This is an optimization exercise on Yosys and OpenROAD, whose aim is small area, a short achievable clock period and few clock cycles per item, not a production implementation. Function was checked by simulation only, so behaviour that the tests miss may differ from the original. No driver is modelled on the clock port, so clock power and skew are understated where the tree is cut down; a real chip needs a root buffer or a tree. No activity file was given, so power comes from the tool's default toggle rates.

Design argb_pixel_blend_unit, start of the top module:
module argb_pixel_blend_unit (
  input  logic        clk_i,
  input  logic        rst_ni,
  input  logic        start_i,
  output logic        busy_o,
  input  logic [31:0] src_pixel_i,
  input  logic [31:0] dst_pixel_i,
  output logic        done_o,
  output logic [31:0] out_pixel_o,
  input  logic        cfg_valid_i,
  output logic        cfg_ready_o,
  input  logic [1:0]  cfg_index_i,
  input  logic [31:0] cfg_data_i
);
  logic [2:0]  mode_q;
  logic [7:0]  ca_q;
  logic        sel_q;
  logic [31:0] fill_q;
  assign cfg_ready_o = 1'b1;
  assign busy_o      = 1'b0;
  logic fill_set_q;
  always_ff @(posedge clk_i or negedge rst_ni) begin
    if (!rst_ni) begin
      mode_q     <= 3'd0;
      ca_q       <= 8'hFF;
      sel_q      <= 1'b0;
      fill_set_q <= 1'b0;
    end else if (cfg_valid_i) begin
      case (cfg_index_i)
        2'd0: mode_q     <= cfg_data_i[2:0];
        2'd1: ca_q       <= cfg_data_i[7:0];
        2'd2: sel_q      <= cfg_data_i[0];
        2'd3: fill_set_q <= 1'b1;
        default: ;
      endcase
    end
  end
  always_ff @(posedge clk_i) begin
    if (cfg_valid_i && cfg_index_i == 2'd3) fill_q <= cfg_data_i;
  end
  logic [31:0] s_pix;
  assign s_pix = ({32{sel_q && fill_set_q}} & fill_q) | ({32{!sel_q}} & src_pixel_i);
  logic        m_inv_src, m_inv_dst, m_blend, m_add, m_sub;
  logic [7:0]  alpha;
  logic [23:0] p_d, q_d;
  logic [7:0]  top_d;
  assign m_inv_src = (mode_q == 3'd1);
  assign m_inv_dst = (mode_q == 3'd2);
  assign m_blend   = (mode_q == 3'd3) || (mode_q == 3'd4) || (mode_q == 3'd7);
  assign m_add     = (mode_q == 3'd5);
  ...
clock: 5.5 ns
lec_check: 0
cap_margin: 20
core_margin: 2
core_utilization: 40
setup_slack_margin: 3.45
slew_margin: 20
standard.sh (not shown) runs the stock make flow with config.mk's settings and CLKGATE_MAP_FILE= SYNTH_SCRIPT=/design/flow/synth_recipe.tcl, a recipe that flattens the netlist after the stock synthesis.
==> flow/flow/run.sh <==
#!/bin/bash
# The standard layout (the standard.sh, standard synthesis unchanged) with
# smaller port buffers and a clock tree without dummy loads.
set -euo pipefail
export BUFFER_PORTS_ARGS="-buffer_cell sky130_fd_sc_hd__buf_2"
export CTS_ARGS="-sink_clustering_enable -repair_clock_nets -dont_use_dummy_load -sink_clustering_size 30 -sink_clustering_max_diameter 100 -buf_list {sky130_fd_sc_hd__clkbuf_8 sky130_fd_sc_hd__clkbuf_16}"
bash standard.sh > standard.log 2>&1
The first run completed with no timing, DRC or antenna violations.
Testbench counts at the start, summed over its fixed seeds: cycles 16,967, items 16,026.
Then changed:
==> flow/flow/run.sh (replaced) <==
#!/bin/bash
# The standard layout (the standard.sh, standard synthesis unchanged) with
# smaller port buffers and a clock tree without dummy loads.
set -euo pipefail
export BUFFER_PORTS_ARGS="-buffer_cell sky130_fd_sc_hd__buf_2"
export CTS_ARGS="-sink_clustering_enable -repair_clock_nets -dont_use_dummy_load -sink_clustering_size 24 -sink_clustering_max_diameter 80 -buf_list {sky130_fd_sc_hd__clkbuf_8 sky130_fd_sc_hd__clkbuf_16}"
bash standard.sh > standard.log 2>&1
- CORE_UTILIZATION: 40 -> 55
Effect:
- utilization went up by 17 points
- final area barely changes
- routed wire length went up by about 2.4%
- clock power went up by about 8%
- worst hold slack is worse by 0.011 ns
- count of clock-buffer cells in the layout went up by 3
- setup slack is worse by 0.021 ns
- die area went down by 27%
- sequential cell count is unchanged
- sequential power hardly moves

## the previous run
Another version of the RTL of argb_pixel_blend_unit (not shown whole).
For scale: roughly 1,300 cells after synthesis, ~140 I/O pins.
Settings: LEC_CHECK=0, CAP_MARGIN=20, CORE_MARGIN=2, CORE_UTILIZATION=40, SETUP_SLACK_MARGIN=3.55, SLEW_MARGIN=20, SYNTH_HIERARCHICAL=1; clock period 5.5 ns.
==> flow/flow/run.sh <==
#!/bin/bash
# The standard layout (the standard.sh, standard synthesis unchanged) with
# smaller port buffers and a two-level clock tree built by flow/pre_cts.tcl
# (four root buffers on the clock port, sixteen leaf buffers) in place of
# TritonCTS. Each tool's output goes to standard.log.
set -euo pipefail
export BUFFER_PORTS_ARGS="-buffer_cell sky130_fd_sc_hd__buf_2"
export PRE_CTS_TCL="$PWD/flow/pre_cts.tcl"
bash standard.sh > standard.log 2>&1
Other scripts of this flow, unchanged in this note and not shown: flow/flow/clock_tree.tcl, flow/flow/pre_cts.tcl
The previous run: PASS, flow complete, no timing, DRC or antenna violations
Testbench counts of the previous run, summed over its fixed seeds: cycles 16,967, items 16,026.
What the current run does differently from the previous run at the input level:
Settings: SETUP_SLACK_MARGIN changed from 3.55 to 3.45.
[summary]
Delta (the current run minus the previous run): global routing met2 resource utilization flat, leakage dissipation down 0.064 nW. In terms of power per standard cell area, the previous run and the current run differ only marginally.
No run of this note takes its clock network from TritonCTS; it comes from the design's own scripts or RTL.

Starting RTL as in the previous note.
Settings: LEC_CHECK=0, CAP_MARGIN=20, CORE_MARGIN=2, CORE_UTILIZATION=40, SETUP_SLACK_MARGIN=3.75, SLEW_MARGIN=20, SYNTH_HIERARCHICAL=1; clock period 5.5 ns.
Scripts as last shown in full above: flow/flow/run.sh
Other scripts of this flow, unchanged in this note and not shown: flow/flow/clock_tree.tcl, flow/flow/pre_cts.tcl
The first run ran to the end with no violations.
Testbench counts at the start, summed over its fixed seeds: cycles 16,967, items 16,026.
Next try:
- SETUP_SLACK_MARGIN: 3.75 -> 3.65
What happened:
- The changed run completed without violations
- flip-flop and latch count is unchanged
- final cell count drops by 0.90%
- synthesized cell count stays the same
- routed wire length drops by about 3.3%
- die area does not change
In every run of this note, the design's own scripts or RTL, not TritonCTS, make the clock network.

## job 7490
RTL: one of the versions met above, not the one the previous note started from.
For scale: ~140 I/O pins.
clock: 5.5 ns
lec_check: 0
cap_margin: 20
core_margin: 2
core_utilization: 40
setup_slack_margin: 3.45
slew_margin: 20
==> flow/flow/run.sh <==
#!/bin/bash
# The standard layout (the standard.sh, standard synthesis unchanged) with
# smaller port buffers and a clock tree without dummy loads.
set -euo pipefail
export BUFFER_PORTS_ARGS="-buffer_cell sky130_fd_sc_hd__buf_2"
export CTS_ARGS="-sink_clustering_enable -repair_clock_nets -dont_use_dummy_load -sink_clustering_size 30 -sink_clustering_max_diameter 60 -buf_list {sky130_fd_sc_hd__clkbuf_8 sky130_fd_sc_hd__clkbuf_16}"
bash standard.sh > standard.log 2>&1
Testbench counts of job 7490, summed over its fixed seeds: cycles 16,967, items 16,026.
Here is what was changed in the inputs of job 1579 compared with job 7490.
Settings: ABC_CLOCK_PERIOD_IN_PS now 2100, previously not set.
--- a/flow/flow/run.sh
+++ b/flow/flow/run.sh
@@ -6 +6 @@
-export CTS_ARGS="-sink_clustering_enable -repair_clock_nets -dont_use_dummy_load -sink_clustering_size 30 -sink_clustering_max_diameter 60 -buf_list {sky130_fd_sc_hd__clkbuf_8 sky130_fd_sc_hd__clkbuf_16}"
+export CTS_ARGS="-sink_clustering_enable -repair_clock_nets -dont_use_dummy_load -sink_clustering_size 24 -sink_clustering_max_diameter 80 -buf_list {sky130_fd_sc_hd__clkbuf_8 sky130_fd_sc_hd__clkbuf_16}"
## What came out
In job 1579, the count of clock buffers in the final design came out about 37% below the value in job 7490. Job 7490 -> job 1579: final cell area excluding filler cells decreased slightly. Cmp job 1579 vs job 7490: fraction of power consumed by combinational cells higher in job 1579. Hold slack came out higher on job 1579 than on job 7490. Job 1579 can be clocked faster than job 7490. The clock period minus final worst setup slack in job 1579 sits 0.014 ns below the value recorded for job 7490. Delta (job 1579 minus job 7490): biggest cell delay along the critical path went up 0.02 ns, clock power went down 25%, total power per unit cell area went down 3.4%, met2 global-route usage went up 0.40 points. In job 1579 the fraction of area in registers turned out 0.74 points higher than in job 7490.
diff inputs: job 1579 => job 165
Settings: ABC_AREA newly set to 1; ABC_CLOCK_PERIOD_IN_PS removed (was 2100).
--- a/flow/flow/run.sh
+++ b/flow/flow/run.sh
@@ -6 +6 @@
-export CTS_ARGS="-sink_clustering_enable -repair_clock_nets -dont_use_dummy_load -sink_clustering_size 24 -sink_clustering_max_diameter 80 -buf_list {sky130_fd_sc_hd__clkbuf_8 sky130_fd_sc_hd__clkbuf_16}"
+export CTS_ARGS="-sink_clustering_enable -repair_clock_nets -dont_use_dummy_load"
No stage failed in job 165, and the final checks on the layout all came back clean.
Going from job 1579 to job 165, total half-perimeter wirelength after legalization and detailed placement up about 5%, flip-flop and latch share of the layout cell area decreased 3.8 points, H-tree level count now larger, part of the power in the clock network up 6.3 points, path length in cells of the critical path down 1.
Buffer and inverter count on the worst path is higher on job 165
Compare job 1579 and job 165 | global router's overall resource usage lower: job 1579
Going from job 1579 to job 165, cell area after placement higher, synthesized cell count higher.

re-timing with driven ports:
How much do the figures lean on ideal ports? The routed layouts below were timed once more, with nothing changed but the port constraints. Step 1 assumes that a clkbuf_16 drives the clock port and a buf_2 every other input. Step 2 also shifts input and output timing later by t, the mid clock arrival at the registers, as if the neighbouring blocks saw the same clock. Three values: ideal, step 1, step 2; two values: the first two.
run	t, ns	setup WS [ns]	worst setup path at the end
the first run of note 1	0.568	3.357 / 3.326 / 3.123	input to register
the second run of note 1	0.561	3.336 / 3.316 / 3.161	input to register
the previous run	0.427	3.553 / 3.443 / 3.342	input to register
the current run	0.437	3.519 / 3.436 / 3.291	input to register
the first run of note 3	0.433	3.544 / 3.447 / 3.408	input to register
the second run of note 3	0.435	3.525 / 3.460 / 3.400	input to register
job 7490	0.583	3.330 / 3.305 / 3.158	input to register
job 1579	0.580	3.344 / 3.322 / 3.132	input to register
job 165	0.580	3.283 / 3.273 / 3.028	input to register
After both steps setup and hold are still met in every run listed. For job 165, which loses most, drivers alone change the setup slack by -0.010 ns; drivers and shift together by -0.255 ns.
